Source: an optimization exercise on an open RTL-to-GDS flow (aim: small area, a short achievable clock period and few clock cycles). Production flows keep margins and buffers that such runs may drop. RTL that was checked went through simulation tests only; none was proved equivalent to the original. No activity file was given, so power comes from the tool's default toggle rates.

== willow ==
// adb_packet_receive_queue_top
module adb_packet_receive_queue_top #(
	parameter int unsigned RING_SLOTS = RING_SLOTS_DEF,
	parameter int unsigned MAX_REPLY  = MAX_REPLY_DEF
) (
	input  logic          clk,
	input  logic          arst_n,
	input  logic          cfg_we,
	input  logic          cfg_wdata,
	input  logic                  item_valid,
	output logic                  item_ready,
	input  logic [MODE_W-1:0]     item_mode,
	input  logic [BYTE_W-1:0]     item_link_byte,
	input  logic                  item_end_of_packet,
	output logic                  result_valid,
	input  logic                  result_ready,
	output logic [OUTCOME_W-1:0]  result_outcome,
	output logic [BYTE_W-1:0]     result_status_flags,
	output logic [BYTE_W-1:0]     result_echoed_command,
	output logic [BYTE_W-1:0]     result_data_byte,
	output logic [DATA_IDX_W-1:0] result_data_index,
	output logic                  result_has_data,
	output logic                  result_last
);
Size: roughly 3500 cells after synthesis, ~1700 flip-flops, ~0.062 mm^2 of cells after synthesis.
clock: 7.0 ns
lec_check: 0
cap_margin: 20
core_margin: 2
core_utilization: 40
setup_slack_margin: 3.5
slew_margin: 20
run.sh (not shown) runs the stock make flow with config.mk's settings and CLKGATE_MAP_FILE= SYNTH_SCRIPT=/design/flow/synth_recipe.tcl, a recipe that flattens the netlist after the stock synthesis.
willow: PASS, flow complete, no timing, DRC or antenna violations
Setup changes, willow to zinc
Settings: SETUP_SLACK_MARGIN: 3.5 -> 4.2.
Results
Power spent charging and discharging nets on zinc is behind willow.
From willow to zinc the numbers moved as follows: worst clock skew picked up an extra 0.0066 ns; sequential share of layout area lost 1.2 points; share of the clock period used by the worst path after layout lost 7.9 points.
The hold slack number comes out higher for zinc vs willow.
Between zinc and willow, it is zinc whose fraction of power consumed by the clock network is lower, by 0.9 points.
Note that the count of clock-buffer cells in the layout recorded for zinc amounts to 0.946 times the value seen in willow.
Of zinc and willow, willow shows the lower headroom to the max-slew limit, with zinc above it.
Relative to willow, met3 layer wire length in the routed design increased by about 12% in zinc.
Function was not checked in any run of this note: the RTL went through the layout flow alone.


adb_packet_receive_queue_top, a different RTL version from the one above (not shown whole).
For scale: roughly 3700 cells after synthesis, about 52000 um^2 of cells after synthesis.
make LEC_CHECK=0 CAP_MARGIN=20 CORE_MARGIN=2 CORE_UTILIZATION=65 CTS_BUF_LIST=sky130_fd_sc_hd__clkbuf_8 CTS_CLUSTER_DIAMETER=45 CTS_CLUSTER_SIZE=20 SETUP_SLACK_MARGIN=4.4 SLEW_MARGIN=20 finish   # period 7.0 ns
The first run completed without violations.
Next try:
SETUP_SLACK_MARGIN = 4.15   (was 4.4)
=>
- core utilization drops by 1.5 points
- clock-buffer cell count fell by 7
- non-clock buffer count goes down by 50
- synthesized cell count stays the same
- sequential cell count is unchanged
- sequential share of layout area rises by 1.4 points
- power goes down by about 3%
- die area stays the same
- area after synthesis stays the same
- global-route usage falls by 0.54 points
- wire length went down by 2.8%
Function was not checked in any run of this note: the RTL went through the layout flow alone.


Another version of the RTL of adb_packet_receive_queue_top (not shown whole).
Size: about 3700 cells after synthesis, about 1700 flip-flops, roughly 0.052 mm² of cells after synthesis.
make LEC_CHECK=0 CAP_MARGIN=20 CORE_MARGIN=2 CORE_UTILIZATION=40 SETUP_SLACK_MARGIN=4.3 SLEW_MARGIN=20 finish   # period 7.0 ns
Testbench counts at the start, summed over its fixed seeds: cycles 23,243.
Edit:
CORE_UTILIZATION = 65   (was 40)
Total power barely changes.
Setup slack gains 0.039 ns.
Fmax rises by about 1.4%.
Register-to-register slack loses 0.16 ns.
Global-route usage rises by 13 points.
Synthesized area stays the same.
Via count rises by about 3%.
Combinational power falls by about 1%.
Final area falls by about 1.2%.


## the previous run
Another version of the RTL of adb_packet_receive_queue_top (not shown whole).
Size: about 1,700 flip-flops, about 62,000 um^2 of cells after synthesis.
Settings: LEC_CHECK=0, CAP_MARGIN=20, CORE_MARGIN=2, CORE_UTILIZATION=40, SETUP_SLACK_MARGIN=4.2, SLEW_MARGIN=20; clock period 7.0 ns.
Inputs modified between the previous run and the current run:
- swapping 4.2 for 4.6 in SETUP_SLACK_MARGIN
## What came out
- Placer's final routability congestion estimate (the current run vs. the previous run) increases by a few percent
- Of the current run and the previous run, the current run shows the higher maximum number of pins on one net before global-route repair, with the previous run below it.
- Type of the setup path with the least slack: flip-flop to flip-flop -> the current run, flip-flop to output pin -> the previous run
- The lower cell area came out of the previous run.
- From the previous run to the current run the numbers moved as follows: instance area after placement now larger, total of clock buffers placed in the layout decreased about 6%, net switching share of the total power +1.1 points.
No run of this note included a check of the RTL's function; only the layout flow was run.


onyx:
Another version of the RTL of adb_packet_receive_queue_top (not shown whole).
Size in the first run: ~3200 cells after synthesis, roughly 1800 flip-flops, ~53 I/O pins, about 49000 µm² of cells after synthesis.
clock: 7.0 ns
lec_check: 0
cap_margin: 20
core_margin: 2
core_utilization: 65
cts_buf_list: sky130_fd_sc_hd__clkbuf_8
cts_cluster_diameter: 45
cts_cluster_size: 20
setup_slack_margin: 4.5
slew_margin: 20
onyx was carried through to the last stage, and its layout satisfied the timing, design-rule and antenna checks.
Testbench counts of onyx, summed over its fixed seeds: cycles 23,510.
#### Input delta (xenon over onyx)
- a change of SETUP_SLACK_MARGIN from 4.5 to 4.15
==> comparison <==
xenon: done, clean on timing, DRC and antenna. onyx was carried through to the last stage, and its layout satisfied the timing, design-rule and antenna checks. In the flow results for onyx and xenon, the sum of routed wire length over all layers is larger on onyx. When xenon is set beside onyx, its clock share of power turns out to be 1.0 points larger. Of the two candidates, onyx has the worse global-route wire length before repair and xenon the better one. In the tables for onyx and xenon, delay of the slowest cell on the worst path reads higher with xenon.


Setup of build 45:
Another version of the RTL of adb_packet_receive_queue_top (not shown whole).
Size: ~1,800 flip-flops.
export LEC_CHECK = 0
export CAP_MARGIN = 0
export CORE_MARGIN = 2
export CORE_UTILIZATION = 65
export CTS_BUF_LIST = sky130_fd_sc_hd__clkbuf_8
export CTS_CLUSTER_DIAMETER = 45
export CTS_CLUSTER_SIZE = 20
export SETUP_SLACK_MARGIN = 4.2
export SLEW_MARGIN = 0
create_clock -name core_clock -period 7.0 [get_ports {clk}]
Every stage of the flow completed for build 45, and the final layout passed the timing, design-rule and antenna checks.
Testbench counts of build 45, summed over its fixed seeds: cycles 23,510.
Relative to build 45, the following input files were edited for build 10:
- changing CORE_UTILIZATION from 65 to 70
- setting PLACE_DENSITY to 0.78 for the first time
## What came out
Cell row count of build 10 falls short of that of build 45 by a few percent. Summary: full die area, build 10 better than build 45. Per the comparison of build 10 with build 45, leakage power summed over all cells down about 0.6%, adder-cell share of the synthesized area flat, pre-CTS setup slack up 66 ps.
diff inputs: build 10 => build 58
- swapping 0 for 20 in SLEW_MARGIN
- clearing PLACE_DENSITY, which used to be 0.78
- swapping 70 for 65 in CORE_UTILIZATION
- swapping 0 for 20 in CAP_MARGIN
Side by side, worst slack at placement turned out lower in build 58 than in build 10.
Taking build 10 as the reference, in build 58 combinational cell fraction of total power neither gained nor lost much; total power picked up an extra 0.74%; least setup slack across all paths after layout picked up an extra 58 ps; setup clock skew after layout lost 5.7 ps; first-iteration DRC count lost 222.
Input changes introduced in build 84 (baseline for comparison: build 58):
- changing CAP_MARGIN from 20 to 0
- changing SLEW_MARGIN from 20 to 0
- setting GPL_ROUTABILITY_DRIVEN to 0 for the first time
### Flow results
Status: overall power after layout parity (build 58, build 84). The fraction of area in registers on build 58 is in line with that on build 84. On routed wire length on met2, build 58 and build 84 are neck and neck. Compared with build 58, build 84 shows slew at the pin closest to its max-slew limit higher by 9.3 ps. Build 84 against build 58: fmax essentially unchanged, starting utilization of the core area about even, routed wire length barely changed, area of the multi-input gates about even.

afterwards: timing with drivers on the ports:
How much do the figures lean on ideal ports? The routed layouts below were timed once more, with nothing changed but the port constraints.
Step 1 sets driving cells, clkbuf_16 on the clock port and buf_2 on the other inputs (assumed; they add their load-dependent delay and slew).
Step 2, shift: input delay + t, output delay - t, t = (earliest + latest rising clock arrival at the registers) / 2. This alone moves slack from input paths to output paths.
a / b / c = ideal ports / drivers / drivers and shift; a / b = the first two.
| run | t (ns) | setup WS [ns] | pins driven straight from the clock port |
|---|---|---|---|
| willow | 0.866 | 3.479 / 3.479 / 2.982 | 1 |
| zinc | 0.874 | 4.030 / 3.950 / 3.464 | 1 |
| the first run of note 2 | 0.895 | 4.060 / 3.993 / 3.844 | 1 |
| the second run of note 2 | 0.894 | 4.114 / 4.047 / 3.329 | 1 |
| the first run of note 3 | 0.847 | 4.129 / 4.062 / 3.625 | 1 |
| the second run of note 3 | 0.800 | 4.169 / 4.140 / 3.700 | 1 |
| the previous run | 0.873 | 4.076 / 3.998 / 3.480 | 1 |
| the current run | 0.863 | 3.990 / 3.990 / 3.419 | 1 |
| onyx | 0.870 | 4.235 / 4.169 / 3.902 | 1 |
| xenon | 0.844 | 4.148 / 4.135 / 3.345 | 1 |
| build 45 | 0.842 | 4.130 / 4.070 / 3.451 | 1 |
| build 10 | 0.881 | 4.072 / 4.005 / 3.399 | 1 |
| build 58 | 0.842 | 4.130 / 4.070 / 3.451 | 1 |
| build 84 | 0.842 | 4.130 / 4.070 / 3.451 | 1 |
After both steps every run listed still meets setup and hold. For xenon, which loses most, drivers alone change the setup slack by -0.013 ns; drivers and shift together by -0.803 ns.
